Context: an optimization exercise on an open-source flow, tuned for small area and a short achievable clock period. The choices shown serve that exercise and are no tape-out recipe. The RTL was checked by simulation tests, not by an equivalence proof against the original design. Power figures rest on the tool's default switching activity, not on a simulated workload.

<file path="flow/config.mk">
export PLATFORM = sky130hd
export DESIGN_NAME = store_buffer_fwd
export DESIGN_NICKNAME = store_buffer_fwd
export VERILOG_FILES = /design/flow/design.v
export SDC_FILE = /design/flow/constraint.sdc
export NUM_CORES = 4
export LEC_CHECK = 0
export CAP_MARGIN = 20
export CORE_MARGIN = 2
export CORE_UTILIZATION = 40
export CTS_CLUSTER_DIAMETER = 100
export CTS_CLUSTER_SIZE = 20
export SETUP_SLACK_MARGIN = 4.5
export SLEW_MARGIN = 20
export SYNTH_HIERARCHICAL = 1
</file>
<file path="flow/constraint.sdc">
create_clock -name core_clock -period 10.0 [get_ports {clk}]
set_input_delay 2.0000 -clock core_clock [delete_from_list [all_inputs] [get_ports {clk}]]
set_output_delay 2.0000 -clock core_clock [all_outputs]
set_load 0.01 [all_outputs]
</file>
<file path="flow/design.v">
module store_buffer_fwd #(
  parameter int unsigned ADDR_W = 16,
  parameter int unsigned DATA_W = 8,
  parameter int unsigned DEPTH  = 16,
  localparam int unsigned IDX_W = $clog2(DEPTH)
) (
  input  logic              clk,
  input  logic              rst,
  input  logic              in_valid,
  output logic              in_ready,
  input  logic [ADDR_W-1:0] in_addr,
  input  logic [DATA_W-1:0] in_data,
  input  logic              retire,
  input  logic              flush,
  output logic              mem_valid,
  input  logic              mem_ready,
  output logic [ADDR_W-1:0] mem_addr,
  output logic [DATA_W-1:0] mem_data,
  input  logic [ADDR_W-1:0] ld_addr,
  output logic              ld_hit,
  output logic [DATA_W-1:0] ld_data,
  output logic [IDX_W:0]    count,
  output logic              full,
  output logic              empty
);
  localparam int unsigned PTR_W = IDX_W + 1;
  logic [PTR_W-1:0]  head_q, head_d;
  logic [PTR_W-1:0]  cmt_q, cmt_d;
  logic [PTR_W-1:0]  tail_q, tail_d;
  logic [DEPTH-1:0]  tail_oh;
  logic [ADDR_W-1:0] addr_mem [DEPTH];
  logic [DATA_W-1:0] data_mem [DEPTH];
  logic [PTR_W-1:0]  cnt;
  logic              enq;
  logic              ret;
  logic              drn;
  assign cnt      = head_q - tail_q;
  assign count    = cnt;
  assign full     = (cnt == PTR_W'(DEPTH));
  assign empty    = (cnt == '0);
  assign in_ready = !full;
  assign mem_valid = (tail_q != cmt_q);
  always_comb begin
    enq    = in_valid && !full && !flush;
    ret    = retire && (cmt_q != head_q);
    drn    = mem_valid && mem_ready;
    cmt_d  = cmt_q + PTR_W'(ret);
    head_d = flush ? cmt_d : head_q + PTR_W'(enq);
    tail_d = tail_q + PTR_W'(drn);
  end
  always_ff @(posedge clk or posedge rst) begin
    if (rst) begin
      head_q  <= '0;
      cmt_q   <= '0;
      tail_q  <= '0;
      tail_oh <= DEPTH'(1);
    end else begin
      head_q <= head_d;
      cmt_q  <= cmt_d;
      tail_q <= tail_d;
      if (drn) tail_oh <= {tail_oh[DEPTH-2:0], tail_oh[DEPTH-1]};
    end
  end
  always_ff @(posedge clk) begin
    if (enq) begin
      addr_mem[head_q[IDX_W-1:0]] <= in_addr;
      data_mem[head_q[IDX_W-1:0]] <= in_data;
    end
  end
  logic [DEPTH*ADDR_W-1:0] addr_flat;
  logic [DEPTH*DATA_W-1:0] data_flat;
  for (genvar i = 0; i < DEPTH; i++) begin : g_flat
    assign addr_flat[i*ADDR_W +: ADDR_W] = addr_mem[i];
    assign data_flat[i*DATA_W +: DATA_W] = data_mem[i];
  end
  sb_ohmux #(.N(DEPTH), .W(ADDR_W)) u_mem_addr (.sel(tail_oh), .d(addr_flat), .y(mem_addr));
  sb_ohmux #(.N(DEPTH), .W(DATA_W)) u_mem_data (.sel(tail_oh), .d(data_flat), .y(mem_data));
  logic [DEPTH-1:0] below_h, ge_t, live;
  logic             wrap;
  assign wrap = head_q[IDX_W] ^ tail_q[IDX_W];
  for (genvar i = 0; i < DEPTH; i++) begin : g_live
    assign below_h[i] = IDX_W'(i) < head_q[IDX_W-1:0];
    assign ge_t[i]    = IDX_W'(i) >= tail_q[IDX_W-1:0];
    assign live[i]    = wrap ? (below_h[i] | ge_t[i]) : (below_h[i] & ge_t[i]);
  end
  logic [DEPTH-1:0] eq_n, lo_live;
  for (genvar i = 0; i < DEPTH; i++) begin : g_cmp
    sb_neq16 u_eq (.a(addr_mem[i]), .b(ld_addr), .y(eq_n[i]));
  end
  assign lo_live = below_h & live;
  logic [2*DEPTH-1:1] t_hit, t_lo;
  logic [DATA_W-1:0]  t_data [2*DEPTH];
  for (genvar i = 0; i < DEPTH; i++) begin : g_leaf
    assign t_hit[DEPTH+i]  = ~eq_n[i] & live[i];
    assign t_lo[DEPTH+i]   = ~eq_n[i] & lo_live[i];
    assign t_data[DEPTH+i] = data_mem[i];
  end
  for (genvar n = 1; n < DEPTH; n++) begin : g_node
    sb_merge #(.W(DATA_W), .GATE_L(n == DEPTH/2)) u_merge (
      .hit_l(t_hit[2*n]), .lo_l(t_lo[2*n]), .d_l(t_data[2*n]),
      .hit_r(t_hit[2*n+1]), .lo_r(t_lo[2*n+1]), .d_r(t_data[2*n+1]),
      .hit(t_hit[n]), .hit_lo(t_lo[n]), .y_n(t_data[n]));
  end
  assign t_data[0] = '0;
  assign ld_hit  = t_hit[1];
  assign ld_data = t_data[1];
endmodule
module sb_xnor2 (input logic a, input logic b, output logic y);
  assign y = ~(a ^ b);
endmodule
module sb_nand4 (input logic a, input logic b, input logic c, input logic d, output logic y);
  assign y = ~(a & b & c & d);
endmodule
module sb_nand2 (input logic a, input logic b, output logic y);
  assign y = ~(a & b);
endmodule
module sb_nor2 (input logic a, input logic b, output logic y);
  assign y = ~(a | b);
endmodule
module sb_neq16 (input logic [15:0] a, input logic [15:0] b, output logic y);
  logic [15:0] x;
  logic [3:0]  n;
  logic [1:0]  e;
  for (genvar k = 0; k < 16; k++) begin : g_x
    sb_xnor2 u_x (.a(a[k]), .b(b[k]), .y(x[k]));
  end
  for (genvar k = 0; k < 4; k++) begin : g_n
    sb_nand4 u_n (.a(x[4*k]), .b(x[4*k+1]), .c(x[4*k+2]), .d(x[4*k+3]), .y(n[k]));
  end
  for (genvar k = 0; k < 2; k++) begin : g_e
    sb_nor2 u_e (.a(n[2*k]), .b(n[2*k+1]), .y(e[k]));
  end
  sb_nand2 u_y (.a(e[0]), .b(e[1]), .y(y));
endmodule
module sb_merge #(parameter int unsigned W = 8, parameter bit GATE_L = 0) (
  input  logic         hit_l,
  input  logic         lo_l,
  input  logic [W-1:0] d_l,
  input  logic         hit_r,
  input  logic         lo_r,
  input  logic [W-1:0] d_r,
  output logic         hit,
  output logic         hit_lo,
  output logic [W-1:0] y_n
);
  logic pick_r, pick_l;
  assign pick_r = lo_r | (hit_r & ~lo_l);
  if (GATE_L) begin : g_gate
    assign pick_l = ~pick_r & hit_l;
  end else begin : g_pass
    assign pick_l = ~pick_r;
  end
  assign hit    = hit_l | hit_r;
  assign hit_lo = lo_l | lo_r;
  assign y_n    = ~((d_r & {W{pick_r}}) | (d_l & {W{pick_l}}));
endmodule
module sb_ohmux #(parameter int unsigned N = 16, parameter int unsigned W = 8) (
  input  logic [N-1:0]   sel,
  input  logic [N*W-1:0] d,
  output logic [W-1:0]   y
);
  always_comb begin
    y = '0;
    for (int i = 0; i < N; i++) y = y | (d[i*W +: W] & {W{sel[i]}});
  end
endmodule
</file>
<file path="flow/run.sh">
#!/bin/bash
# synth_recipe.tcl (not shown) runs the flow's synth.tcl, then flattens the netlist and writes it again
# the make line also repeats each setting of config.mk as NAME=value (left out here)
make -C /OpenROAD-flow-scripts/flow DESIGN_CONFIG=/design/flow/config.mk WORK_HOME=/design/flow/orfs CLKGATE_MAP_FILE= SYNTH_SCRIPT=/design/flow/synth_recipe.tcl finish
</file>
==> reports/metrics.cfg, run 1 <==
[finish]
fin_nets=1650
layout_commonest_cell=edfxtp_1
areaGrowthSynthToFinish_pct=18.0
antenna_cells=0
drive_above_1_share=0.194
final_util=0.477
finalNonFillerCells=2291
mostFrequentLayoutCells=384 x edfxtp_1, 239 x xnor2_1, 96 x mux2i_1

[cts]
clk_pin_slew_worst_paths_ns=0.07
cts_buffers=25
cts.path.max_buffers=3
cts_sinks=415
worstSkewPairLatency_ns=0.59
clockRootBuffer=clkbuf_16
htree_levels=1
cts_tree=yes

[floorplan]
pin_count=88
die_w_um=231
coreArea_sq_um=51200
num_rows=83
start_util=0.404
chipHeight_um=231
die_area_sq_um=53500

[power_and_ir_drop]
powerDensity_nw_per_um2=179
p_leak_nw=8.27
ir_drop_mv=0.225
power_w=0.00438

[detailed_routing]
avgRoutedWirePerCell_um=29.1
detail-route-antenna-nets=0
routed_wirelength_um=66600
vias=13700
post-route-drc-count=0
dr.pass1.iters=7
drtIter0Drc=1809
vias_per_cell=5.97

[worst_setup_path]
crit_chain=buf_16 -> buf_12 -> xnor2_4 -> nand4_1 -> nor2_1 -> nand2_2 -> a21oi_4 -> or2_1 -> or2_4 -> or2_4 -> a21oi_4 -> buf_12 -> mux2i_4 -> buf_2
path_delay_family=simple AND/OR/NAND/NOR gates
path_max_fanout=8
crit_required_ns=8.00
timing.critical_path.buf_inv=4
cp-startpoint=ld_addr[1]
rr_startpoint=head_q[0]$_DFF_PP0_
critical_path_arrival_ns=4.52
slowest_stage=or2_4
crit_path_end_kind=output pin
max_stage_delay_ns=0.27
critPathLaunchType=input pin
worstSetupPathType=in2out

[sta]
finalClockSkew_ns=0.0342
final_hold_viol_count=0
fin_hold_ws_ns=0.586
slew_violations=0
rsz0062_at_grt=true
fin_tns_setup_ns=0
fmax_mhz=153
slew_headroom=0.274
min_period_ns=6.52
fin_crit_sh=0.652
setup_violations=0
tightest_slew_ns=1.09

[run_status]
status=no timing/DRC/antenna violations

[placed_design]
numPortBuffers=87
dp_hpwl_um=42900
place_inst=2191
place_congestion=0.905

[yosys]
avgSynthCellArea_sq_um=14.1
ys_warn_count=11
syn_area_sq_um=20700
syn_inst=1465

[global_route]
grt_usage=0.247
grt_pass1_wl_um=95400
first_global_vias=13700
overflow=0
grt_max_degree=32
antenna_found_initial=0

[run]
maxCapViolCount=0

[min_path]
min_path_type=reg2reg
min-delay-start=cmt_q[4]$_DFF_PP0_

final cells by class:
cell class	count	area, sq um
Clock buffer	43	693
Clock inverter	3	47.5
Fill cell	4413	26800
Inverter	27	101
Multi-Input combinational cell	955	8600
Sequential cell	415	12300
Tap cell	680	851
Timing Repair Buffer	168	1790
flip-flops by register name, summed over array words and instances (netlist names):
signal    flops
addr_mem    256
data_mem    128
tail_oh      16
cmt_q         5
head_q        5
tail_q        5
through the flow:
| step | worst slack, ns | instance area, sq um |
|---|---|---|
| global route | 3.40 | 24400 |
| floorplan | 4.09 | 20800 |
| global placement | 1.47 | 22500 |
| detailed placement | 1.52 | 22500 |
| finish | 3.48 | 24400 |
| CTS | 3.55 | 24200 |
worst register-to-register path: stages (launching register included):
cell       delay [ns]
dfrtp_2          0.54
inv_1            0.15
ha_1             0.24
fa_1             0.40
xnor2_1          0.27
nand4b_1         0.29
nand2_8          0.08
buf_4            0.28
a2111oi_4        1.06
buf_4            0.50
routing by layer:
layer  global-route usage  up-vias  wire [um]
met2                0.401      608      31300
li1                     -     5944          -
met5                    0        -          0
met1                0.343     6991      27800
met3               0.0332      126       5090
met4               0.0817        0       2490
final timing paths:
path	to	slack, ns	cells past startpoint
setup reg to reg	addr_mem[12][5]$_DFFE_PP_	5.87	9
hold reg to reg	cmt_q[4]$_DFF_PP0_	0.59	1
hold / removal	cmt_q[4]$_DFF_PP0_	0.59	1
setup / recovery	ld_data[7]	3.48	14
min in group asynchronous	tail_q[4]$_DFF_PP0_	1.82	3
max in group asynchronous	head_q[0]$_DFF_PP0_	7.83	3
power breakdown:
part	switching (W)	total (W)	internal (W)
clock network	0.000589	0.00107	0.000483
logic	0.000726	0.00114	0.000418
registers	0.000146	0.00216	0.00202
total	0.00146	0.00438	0.00292
what timing repair did:
action / CTS / global route
endpoints found under the setup margin: 12 / 9
setup buffers: 47 / 4
hold endpoints to repair: 0 / 0
gates cloned: 1 / 1
resized for setup: 235 / 29
pin swaps: 73 / 23
hold buffers: 0 / 0
==> run 2: changes to the inputs <==
--- a/flow/design.v
+++ b/flow/design.v
@@ -27,7 +27,6 @@
   logic [PTR_W-1:0]  head_q, head_d;
   logic [PTR_W-1:0]  cmt_q, cmt_d;
   logic [PTR_W-1:0]  tail_q, tail_d;
-  logic [DEPTH-1:0]  tail_oh;
   logic [ADDR_W-1:0] addr_mem [DEPTH];
   logic [DATA_W-1:0] data_mem [DEPTH];
   logic [PTR_W-1:0]  cnt;
@@ -50,15 +49,13 @@
   end
   always_ff @(posedge clk or posedge rst) begin
     if (rst) begin
-      head_q  <= '0;
-      cmt_q   <= '0;
-      tail_q  <= '0;
-      tail_oh <= DEPTH'(1);
+      head_q <= '0;
+      cmt_q  <= '0;
+      tail_q <= '0;
     end else begin
       head_q <= head_d;
       cmt_q  <= cmt_d;
       tail_q <= tail_d;
-      if (drn) tail_oh <= {tail_oh[DEPTH-2:0], tail_oh[DEPTH-1]};
     end
   end
   always_ff @(posedge clk) begin
@@ -73,6 +70,10 @@
     assign addr_flat[i*ADDR_W +: ADDR_W] = addr_mem[i];
     assign data_flat[i*DATA_W +: DATA_W] = data_mem[i];
   end
+  logic [DEPTH-1:0] tail_oh;
+  for (genvar i = 0; i < DEPTH; i++) begin : g_tdec
+    assign tail_oh[i] = (tail_q[IDX_W-1:0] == IDX_W'(i));
+  end
   sb_ohmux #(.N(DEPTH), .W(ADDR_W)) u_mem_addr (.sel(tail_oh), .d(addr_flat), .y(mem_addr));
   sb_ohmux #(.N(DEPTH), .W(DATA_W)) u_mem_data (.sel(tail_oh), .d(data_flat), .y(mem_data));
   logic [DEPTH-1:0] below_h, ge_t, live;
@@ -83,16 +84,17 @@
     assign ge_t[i]    = IDX_W'(i) >= tail_q[IDX_W-1:0];
     assign live[i]    = wrap ? (below_h[i] | ge_t[i]) : (below_h[i] & ge_t[i]);
   end
-  logic [DEPTH-1:0] eq_n, lo_live;
+  logic [DEPTH-1:0] hit_n, lo_n, lo_live;
+  assign lo_live = below_h & live;
   for (genvar i = 0; i < DEPTH; i++) begin : g_cmp
-    sb_neq16 u_eq (.a(addr_mem[i]), .b(ld_addr), .y(eq_n[i]));
+    sb_match16 u_eq (.a(addr_mem[i]), .b(ld_addr), .live(live[i]), .lo(lo_live[i]),
+                     .hit_n(hit_n[i]), .lo_n(lo_n[i]));
   end
-  assign lo_live = below_h & live;
   logic [2*DEPTH-1:1] t_hit, t_lo;
   logic [DATA_W-1:0]  t_data [2*DEPTH];
   for (genvar i = 0; i < DEPTH; i++) begin : g_leaf
-    assign t_hit[DEPTH+i]  = ~eq_n[i] & live[i];
-    assign t_lo[DEPTH+i]   = ~eq_n[i] & lo_live[i];
+    assign t_hit[DEPTH+i]  = ~hit_n[i];
+    assign t_lo[DEPTH+i]   = ~lo_n[i];
     assign t_data[DEPTH+i] = data_mem[i];
   end
   for (genvar n = 1; n < DEPTH; n++) begin : g_node
@@ -117,7 +119,24 @@
 module sb_nor2 (input logic a, input logic b, output logic y);
   assign y = ~(a | b);
 endmodule
-module sb_neq16 (input logic [15:0] a, input logic [15:0] b, output logic y);
+module sb_nand3 (input logic a, input logic b, input logic c, output logic y);
+  assign y = ~(a & b & c);
+endmodule
+module sb_or2 (input logic a, input logic b, output logic y);
+  assign y = a | b;
+endmodule
+module sb_a222oi (input logic a1, input logic a2, input logic b1, input logic b2,
+                  input logic c1, input logic c2, output logic y);
+  assign y = ~((a1 & a2) | (b1 & b2) | (c1 & c2));
+endmodule
+module sb_match16 (
+  input  logic [15:0] a,
+  input  logic [15:0] b,
+  input  logic        live,
+  input  logic        lo,
+  output logic        hit_n,
+  output logic        lo_n
+);
   logic [15:0] x;
   logic [3:0]  n;
   logic [1:0]  e;
@@ -130,7 +149,8 @@
   for (genvar k = 0; k < 2; k++) begin : g_e
     sb_nor2 u_e (.a(n[2*k]), .b(n[2*k+1]), .y(e[k]));
   end
-  sb_nand2 u_y (.a(e[0]), .b(e[1]), .y(y));
+  sb_nand3 u_h (.a(e[0]), .b(e[1]), .c(live), .y(hit_n));
+  sb_nand3 u_l (.a(e[0]), .b(e[1]), .c(lo), .y(lo_n));
 endmodule
 module sb_merge #(parameter int unsigned W = 8, parameter bit GATE_L = 0) (
   input  logic         hit_l,
@@ -159,8 +179,17 @@
   input  logic [N*W-1:0] d,
   output logic [W-1:0]   y
 );
-  always_comb begin
-    y = '0;
-    for (int i = 0; i < N; i++) y = y | (d[i*W +: W] & {W{sel[i]}});
+  for (genvar b = 0; b < W; b++) begin : g_bit
+    logic [5:0] t;
+    logic [1:0] u;
+    for (genvar g = 0; g < 5; g++) begin : g_aoi
+      sb_a222oi u_a (.a1(sel[3*g]),   .a2(d[(3*g)*W + b]),
+                     .b1(sel[3*g+1]), .b2(d[(3*g+1)*W + b]),
+                     .c1(sel[3*g+2]), .c2(d[(3*g+2)*W + b]), .y(t[g]));
+    end
+    sb_nand2 u_t (.a(sel[15]), .b(d[15*W + b]), .y(t[5]));
+    sb_nand3 u_u0 (.a(t[0]), .b(t[1]), .c(t[2]), .y(u[0]));
+    sb_nand3 u_u1 (.a(t[3]), .b(t[4]), .c(t[5]), .y(u[1]));
+    sb_or2 u_y (.a(u[0]), .b(u[1]), .y(y[b]));
   end
 endmodule
--- a/flow/config.mk
+++ b/flow/config.mk
@@ -10,6 +10,6 @@
 export CORE_UTILIZATION = 40
 export CTS_CLUSTER_DIAMETER = 100
 export CTS_CLUSTER_SIZE = 20
-export SETUP_SLACK_MARGIN = 4.5
+export SETUP_SLACK_MARGIN = 3.5
 export SLEW_MARGIN = 20
 export SYNTH_HIERARCHICAL = 1
==> reports/metrics.cfg, run 2 <==
[run_status]
status=no timing/DRC/antenna violations  ; unchanged

[power_and_ir_drop]
ir_drop_mv=0.189  ; was 0.225 mV
cell_internal_pwr_w=0.00321  ; was 0.00292 W
comb_power_share=0.381  ; was 0.261
p_clk_frac=0.198  ; was 0.245
power_w=0.00499  ; was 0.00438 W
p_leak_nw=8.07  ; was 8.27 nW
powerDensity_nw_per_um2=219  ; was 179 nW/um^2
swShare=0.357  ; was 0.334
seq_power_share=0.421  ; was 0.494
switchingPower_w=0.00178  ; was 0.00146 W

[global_route]
antenna_found_initial=0  ; unchanged
first_global_vias=13300  ; was 13.7k
grt_max_degree=27  ; was 32
overflow=0  ; unchanged
grt_pass1_wl_um=87400  ; was 95400 um
grt_usage=0.234  ; was 0.247

[cts]
cts_tree=yes  ; unchanged
worstSkewPairLatency_ns=0.57  ; was 0.59 ns
cts_buffers=24  ; was 25
clk_pin_slew_worst_paths_ns=0.08  ; was 0.07 ns
holdBufCountCts=0  ; unchanged
clockRootBuffer=clkbuf_16  ; unchanged
htree_levels=1  ; unchanged
cts_sinks=399  ; was 415
cts.path.max_buffers=3  ; unchanged

[detailed_routing]
dr.pass1.iters=6  ; was 7
drtIter0Drc=1654  ; was 1809
post-route-drc-count=0  ; unchanged
vias_per_cell=5.89  ; was 5.97
detail-route-antenna-nets=0  ; unchanged
vias=13200  ; was 13.7k
routed_wirelength_um=59900  ; was 66600 um
avgRoutedWirePerCell_um=26.7  ; was 29.1 um

[finish]
num-fill-cells=4428  ; was 4413
mostFrequentLayoutCells=384 x edfxtp_1, 267 x xnor2_1, 120 x a222oi_1  ; was 384 x edfxtp_1, 239 x xnor2_1, 96 x mux2i_1
layout_commonest_cell=edfxtp_1  ; unchanged
largest_register_ffs=256  ; unchanged
antenna_cells=0  ; unchanged
seqCellArea_sq_um=11900  ; was 12300 sq um
design_area_sq_um=22800  ; was 24400 sq um
multi_input_area_sq_um=7790  ; was 8600 sq um
areaGrowthSynthToFinish_pct=15.5  ; was 18.0%
fin_nets=1635  ; was 1650
drive_above_1_share=0.126  ; was 0.194

[worst_setup_path]
rrSetupSlack_ns=5.86  ; was 5.87 ns
crit_required_ns=8.00  ; about the same
critical_path_arrival_ns=4.42  ; was 4.52 ns
critPathLaunchType=input pin  ; unchanged
crit_path_end_kind=output pin  ; unchanged
worstSetupPathType=in2out  ; unchanged
path_max_fanout=16  ; was 8

[sta]
tightest_slew_ns=1.10  ; was 1.09 ns
fin_hold_ws_ns=0.571  ; was 0.586 ns
setup_violations=0  ; unchanged
final_hold_viol_count=0  ; unchanged
fin_tns_setup_ns=0  ; unchanged
finalClockSkew_ns=0.0291  ; was 0.0342 ns
rsz0062_at_grt=true  ; unchanged
slew_violations=0  ; unchanged
worst_slack_ns=3.58  ; was 3.48 ns
slew_headroom=0.258  ; was 0.274
fmax_mhz=156  ; was 153 MHz
min_period_ns=6.42  ; was 6.52 ns
fin_crit_sh=0.642  ; was 0.652

[placed_design]
placedInstanceArea_sq_um=21700  ; was 22500 sq um
dp_hpwl_um=39600  ; was 42900 um
numPortBuffers=87  ; unchanged
place_congestion=0.889  ; was 0.905
dpl_worst_slack_ns=1.90  ; was 1.52 ns

[yosys]
syn_inst=1429  ; was 1465
syn_area_sq_um=19700  ; was 20700 sq um
avgSynthCellArea_sq_um=13.8  ; was 14.1 sq um
ys_warn_count=9  ; was 11

[floorplan]
start_util=0.404  ; about the same
pin_count=88  ; unchanged
num_rows=81  ; was 83
chipHeight_um=226  ; was 231 um
die_w_um=226  ; was 231 um
die_area_sq_um=51100  ; was 53500 sq um
coreArea_sq_um=48800  ; was 51200 sq um

[run]
maxCapViolCount=0  ; unchanged

[min_path]
min_path_type=reg2reg  ; unchanged

## run 2: cell count changes in the layout (fill, tap and decap cells not counted), moves of 27 or more
cell and delta:
a22o_1 -95, a222oi_1 +120, a221oi_1 -90, or2_1 +31, xnor2_1 +28, inv_1 +27
nand3_1 +80
## run 2: worst paths after layout
path,from,endpoint,depth (start not counted)
max,ld_addr[3],ld_hit,11
max in group asynchronous,rst,tail_q[3]$_DFF_PP0_,2
max reg2reg,head_q[0]$_DFF_PP0_,addr_mem[1][3]$_DFFE_PP_,10
min,tail_q[4]$_DFF_PP0_,tail_q[4]$_DFF_PP0_,1
min in group asynchronous,rst,tail_q[1]$_DFF_PP0_,2
min reg2reg,tail_q[4]$_DFF_PP0_,tail_q[4]$_DFF_PP0_,1
## run 2: final cells by class
type                    count  share of cell area
inverters                  57             0.00955
clock inverters             3             0.00115
repair buffers            137              0.0609
multi-input cells         957               0.342
flip-flops and latches    399               0.523
clock buffers              25              0.0275
well taps                 664              0.0365
## run 2: stage by stage
step                       util  instances
final                     0.467       2242
after global routing      0.467       2242
after CTS                 0.465       2238
after detailed placement  0.445       2187
after global placement    0.445       2187
after floorplan               -       1429
## run 2: worst max-delay path, stage by stage
cell and delay, ns:
buf_6 0.15, xnor2_1 0.15, nand4_1 0.17, nor2_2 0.10, nand3_1 0.09, inv_1 0.09
or2_1 0.27, or2_1 0.29, or2_1 0.29, or2_1 0.30, clkdlybuf4s50_1 0.50
## run 2: timing repair
| action | CTS | global route |
|---|---|---|
| buffers inserted | 23 | 4 |
| gates resized for setup | 129 | 34 |
| pin swaps | 13 | 4 |
| endpoints found under the setup margin | 9 | 9 |
## run 2: routing by layer
metal,vias to the layer above,wire length [um],part of all wire,track usage
met3,75,4680,0.078,0.0262
met4,0,1320,0.022,0.0645
met2,598,28100,0.47,0.384
li1,5865,-,-,-
met5,-,0,0,0
met1,6675,25700,0.43,0.329
## run 2: power by group through the flow
| stage | clock [W] | combinational (W) | sequential, W |
|---|---|---|---|
| after global placement | 0 | 0.00188 | 0.00213 |
| final | 0.000986 | 0.00190 | 0.00210 |
| after CTS | 0.00101 | 0.00190 | 0.00210 |
| after global routing | 0.00106 | 0.00204 | 0.00211 |
| after floorplan | 0 | 0.00107 | 0.00205 |
| after detailed placement | 0 | 0.00188 | 0.00213 |
==> run 3: changes to the inputs <==
--- a/flow/design.v
+++ b/flow/design.v
@@ -93,18 +93,19 @@
   logic [2*DEPTH-1:1] t_hit, t_lo;
   logic [DATA_W-1:0]  t_data [2*DEPTH];
   for (genvar i = 0; i < DEPTH; i++) begin : g_leaf
-    assign t_hit[DEPTH+i]  = ~hit_n[i];
-    assign t_lo[DEPTH+i]   = ~lo_n[i];
+    assign t_hit[DEPTH+i]  = hit_n[i];
+    assign t_lo[DEPTH+i]   = lo_n[i];
     assign t_data[DEPTH+i] = data_mem[i];
   end
   for (genvar n = 1; n < DEPTH; n++) begin : g_node
-    sb_merge #(.W(DATA_W), .GATE_L(n == DEPTH/2)) u_merge (
+    localparam bit FLAGS_N = (n >= 8) || (n == 2) || (n == 3);
+    sb_merge #(.W(DATA_W), .GATE_L(n == DEPTH/2), .FLAGS_N(FLAGS_N)) u_merge (
       .hit_l(t_hit[2*n]), .lo_l(t_lo[2*n]), .d_l(t_data[2*n]),
       .hit_r(t_hit[2*n+1]), .lo_r(t_lo[2*n+1]), .d_r(t_data[2*n+1]),
       .hit(t_hit[n]), .hit_lo(t_lo[n]), .y_n(t_data[n]));
   end
   assign t_data[0] = '0;
-  assign ld_hit  = t_hit[1];
+  assign ld_hit  = ~t_hit[1];
   assign ld_data = t_data[1];
 endmodule
 module sb_xnor2 (input logic a, input logic b, output logic y);
@@ -152,7 +153,8 @@
   sb_nand3 u_h (.a(e[0]), .b(e[1]), .c(live), .y(hit_n));
   sb_nand3 u_l (.a(e[0]), .b(e[1]), .c(lo), .y(lo_n));
 endmodule
-module sb_merge #(parameter int unsigned W = 8, parameter bit GATE_L = 0) (
+module sb_merge #(parameter int unsigned W = 8, parameter bit GATE_L = 0,
+                  parameter bit FLAGS_N = 0) (
   input  logic         hit_l,
   input  logic         lo_l,
   input  logic [W-1:0] d_l,
@@ -163,15 +165,20 @@
   output logic         hit_lo,
   output logic [W-1:0] y_n
 );
+  logic hl, ll, hr, lr;
   logic pick_r, pick_l;
-  assign pick_r = lo_r | (hit_r & ~lo_l);
+  assign hl = hit_l ^ FLAGS_N;
+  assign ll = lo_l ^ FLAGS_N;
+  assign hr = hit_r ^ FLAGS_N;
+  assign lr = lo_r ^ FLAGS_N;
+  assign pick_r = lr | (hr & ~ll);
   if (GATE_L) begin : g_gate
-    assign pick_l = ~pick_r & hit_l;
+    assign pick_l = ~pick_r & hl;
   end else begin : g_pass
     assign pick_l = ~pick_r;
   end
-  assign hit    = hit_l | hit_r;
-  assign hit_lo = lo_l | lo_r;
+  assign hit    = ~(hl | hr) ^ FLAGS_N;
+  assign hit_lo = ~(ll | lr) ^ FLAGS_N;
   assign y_n    = ~((d_r & {W{pick_r}}) | (d_l & {W{pick_l}}));
 endmodule
 module sb_ohmux #(parameter int unsigned N = 16, parameter int unsigned W = 8) (
--- a/flow/config.mk
+++ b/flow/config.mk
@@ -9,7 +9,7 @@
 export CORE_MARGIN = 2
 export CORE_UTILIZATION = 40
 export CTS_CLUSTER_DIAMETER = 100
-export CTS_CLUSTER_SIZE = 20
-export SETUP_SLACK_MARGIN = 3.5
+export CTS_CLUSTER_SIZE = 24
+export SETUP_SLACK_MARGIN = 3.8
 export SLEW_MARGIN = 20
 export SYNTH_HIERARCHICAL = 1
==> reports/metrics.cfg, run 3 <==
[floorplan]
pin_count=88  ; unchanged
chipHeight_um=225  ; was 226 um
coreArea_sq_um=47900  ; was 48800 sq um
start_util=0.407  ; was 0.404
die_w_um=225  ; was 226 um
die_area_sq_um=50500  ; was 51100 sq um
num_rows=80  ; was 81

[detailed_routing]
drtIter0Drc=1779  ; was 1654
vias_per_cell=6.03  ; was 5.89
met2WireLength_um=27200  ; was 28100 um
wl_met3_um=3870  ; was 4680 um
detail-route-antenna-nets=0  ; unchanged
vias=13200  ; about the same
dr.pass1.iters=8  ; was 6
post-route-drc-count=0  ; unchanged
wl_met1_um=25500  ; was 25700 um
route.top_layer_used=met4  ; unchanged
avgRoutedWirePerCell_um=26.8  ; was 26.7 um
routed_wirelength_um=58700  ; was 59900 um

[run_status]
status=no timing/DRC/antenna violations  ; unchanged

[min_path]
min-delay-start=cmt_q[4]$_DFF_PP0_  ; was tail_q[4]$_DFF_PP0_
hold_depth=1  ; unchanged
min_path_type=reg2reg  ; unchanged

[finish]
num-fill-cells=4143  ; was 4428
layout_commonest_cell=edfxtp_1  ; unchanged
antenna_cells=0  ; unchanged
fin_nets=1623  ; was 1635
drive_above_1_share=0.168  ; was 0.126
mostFrequentLayoutCells=384 x edfxtp_1, 249 x xnor2_1, 120 x a222oi_1  ; was 384 x edfxtp_1, 267 x xnor2_1, 120 x a222oi_1
largest_register_ffs=256  ; unchanged
areaGrowthSynthToFinish_pct=18.4  ; was 15.5%

[global_route]
grt_usage=0.227  ; was 0.234
antenna_found_initial=0  ; unchanged
first_global_vias=13000  ; was 13.3k
overflow=0  ; unchanged
grt_pass1_wl_um=84100  ; was 87400 um
grt_max_degree=26  ; was 27

[worst_setup_path]
r2r_end=addr_mem[13][8]$_DFFE_PP_  ; was addr_mem[1][3]$_DFFE_PP_
path_max_fanout=16  ; unchanged
rr_startpoint=tail_q[1]$_DFF_PP0_  ; was head_q[0]$_DFF_PP0_
critical_path_arrival_ns=4.17  ; was 4.42 ns
crit_required_ns=8.00  ; about the same
worstSetupPathType=in2out  ; unchanged
cp-startpoint=ld_addr[12]  ; was ld_addr[3]
crit_path_end_kind=output pin  ; unchanged
worstSetupEndpoint=ld_data[4]  ; was ld_hit
critPathLaunchType=input pin  ; unchanged
rrSetupSlack_ns=6.13  ; was 5.86 ns
r2r_cells=8  ; was 10

[cts]
cts_sinks=399  ; unchanged
cts_tree=yes  ; unchanged
clockRootBuffer=clkbuf_16  ; unchanged
clk_pin_slew_worst_paths_ns=0.10  ; was 0.08 ns
cts.path.max_buffers=3  ; unchanged
htree_levels=1  ; unchanged
worstSkewPairLatency_ns=0.56  ; was 0.57 ns
holdBufCountCts=0  ; unchanged
cts_buffers=21  ; was 24

[power_and_ir_drop]
switchingPower_w=0.00180  ; was 0.00178 W
swShare=0.362  ; was 0.357
powerDensity_nw_per_um2=216  ; was 219 nW/um^2
p_leak_nw=7.36  ; was 8.07 nW
cell_internal_pwr_w=0.00318  ; was 0.00321 W
ir_drop_mv=0.153  ; was 0.189 mV
comb_power_share=0.393  ; was 0.381
p_clk_frac=0.188  ; was 0.198
seq_power_share=0.419  ; was 0.421

[placed_design]
numPortBuffers=87  ; unchanged
dp_hpwl_um=39300  ; was 39600 um
place_congestion=0.886  ; was 0.889

[yosys]
syn_inst=1401  ; was 1429
syn_area_sq_um=19500  ; was 19700 sq um
ys_warn_count=9  ; unchanged
avgSynthCellArea_sq_um=13.9  ; was 13.8 sq um

[sta]
setup_violations=0  ; unchanged
fin_tns_setup_ns=0  ; unchanged
fin_crit_sh=0.617  ; was 0.642
slew_headroom=0.287  ; was 0.258
tightest_slew_ns=1.07  ; was 1.10 ns
fin_hold_ws_ns=0.570  ; was 0.571 ns
finalClockSkew_ns=0.0349  ; was 0.0291 ns
fmax_mhz=162  ; was 156 MHz
slew_violations=0  ; unchanged
rsz0062_at_grt=true  ; unchanged
min_period_ns=6.17  ; was 6.42 ns
final_hold_viol_count=0  ; unchanged

[run]
maxCapViolCount=0  ; unchanged

-- run 3: changes by cell type in the layout (fill, tap and decap cells not counted), moves of 8 or more --
cell	change
xnor2_2	+17
clkbuf_1	+10
xnor2_1	-18
nand2_1	+19
nand3_2	+13
nor2b_1	+8
or2_1	-28
nand3_1	-16
a21oi_4	-10
buf_4	+14
nor2_4	+13
o21ai_4	+10
inv_1	-28
-- run 3: worst min-delay path by stage --
stage | slack, ns | to
6_report | 0.57 | cmt_q[4]$_DFF_PP0_
2_1_floorplan | 0.50 | tail_q[4]$_DFF_PP0_
3_5_place_dp | 0.54 | tail_q[4]$_DFF_PP0_
4_1_cts | 0.58 | cmt_q[4]$_DFF_PP0_
3_3_place_gp | 0.53 | tail_q[4]$_DFF_PP0_
5_1_grt | 0.60 | cmt_q[4]$_DFF_PP0_
-- run 3: worst max-delay path: stages --
cell             delay (ns)
buf_8                  0.18
xnor2_1                0.15
nand4_1                0.20
nor2_1                 0.26
nand3_1                0.15
nand2_1                0.15
nor2_1                 0.10
nand2_1                0.09
inv_2                  0.04
a21oi_4                0.16
buf_4                  0.20
mux2i_1                0.20
clkdlybuf4s15_1        0.26
-- run 3: area by class of cell --
cell class                 count  area (sq um)  area share
clock buffer                  31           563      0.0244
tap                          615           769      0.0333
timing repair inverter         1          7.51    0.000325
timing repair buffer         155          1610      0.0698
sequential                   399         11900       0.516
inverter                      27           105     0.00455
multi-input combinational    959          8070       0.350
clock inverter                 4          46.3     0.00201
-- run 3: power by group through the flow --
stage / sequential, W / clock (W) / combinational (W)
2_1_floorplan: 0.00205 / 0 / 0.00106
3_3_place_gp: 0.00212 / 0 / 0.00186
3_5_place_dp: 0.00212 / 0 / 0.00187
4_1_cts: 0.00208 / 0.000959 / 0.00190
5_1_grt: 0.00211 / 0.00101 / 0.00207
6_report: 0.00209 / 0.000936 / 0.00196
-- run 3: metrics by stage --
stage               instances  setup slack [ns]  instance area (sq um)   util  total power [W]
floorplan                1401              4.52                  19500      -          0.00311
global placement         2121              2.06                  21500  0.449          0.00398
detailed placement       2121              2.02                  21500  0.449          0.00400
CTS                      2179              3.79                  22800  0.475          0.00495
global route             2191              3.72                  23100  0.481          0.00519
finish                   2191              3.83                  23100  0.481          0.00499
-- run 3: routing by layer --
metal	vias up	track usage
met5	-	0
met4	0	0.0869
met3	96	0.0178
met2	578	0.366
met1	6676	0.321
li1	5858	-
-- run 3: timing repair --
action,4_1_cts,5_1_grt
endpoints found under the setup margin,9,9
gates resized for setup,189,58
pin swaps,36,27
setup buffers,23,11
gates cloned,0,1

afterwards: timing with drivers on the ports:
In the flow no input, the clock included, has a driving cell. The finished layouts below were timed again as built, in two steps.
Step 1 (the two cells are an assumption about what drives the block):
set clk [get_ports {clk}]
set_driving_cell -lib_cell sky130_fd_sc_hd__clkbuf_16 $clk
set_driving_cell -lib_cell sky130_fd_sc_hd__buf_2 [delete_from_list [all_inputs] $clk]
Step 2 adds t to the input delays and takes it off the output delays; t is the mean of the earliest and latest rising clock arrival at the registers after step 1. Input paths then give back, and output paths get back, about the clock's delay inside the block.
a / b / c = ideal / step 1 / step 2; a / b = the first two.
| run | t (ns) | setup WS [ns] | pins driven straight from the clock port |
|---|---|---|---|
| run 1 | 0.630 | 3.478 / 3.337 / 3.337 | 1 |
| run 2 | 0.607 | 3.580 / 3.542 / 3.542 | 1 |
| run 3 | 0.605 | 3.830 / 3.775 / 3.775 | 1 |
After both steps setup and hold are still met in every run listed. The setup slack of run 1, which loses most, moves by -0.141 ns with the drivers and by -0.141 ns with both steps.
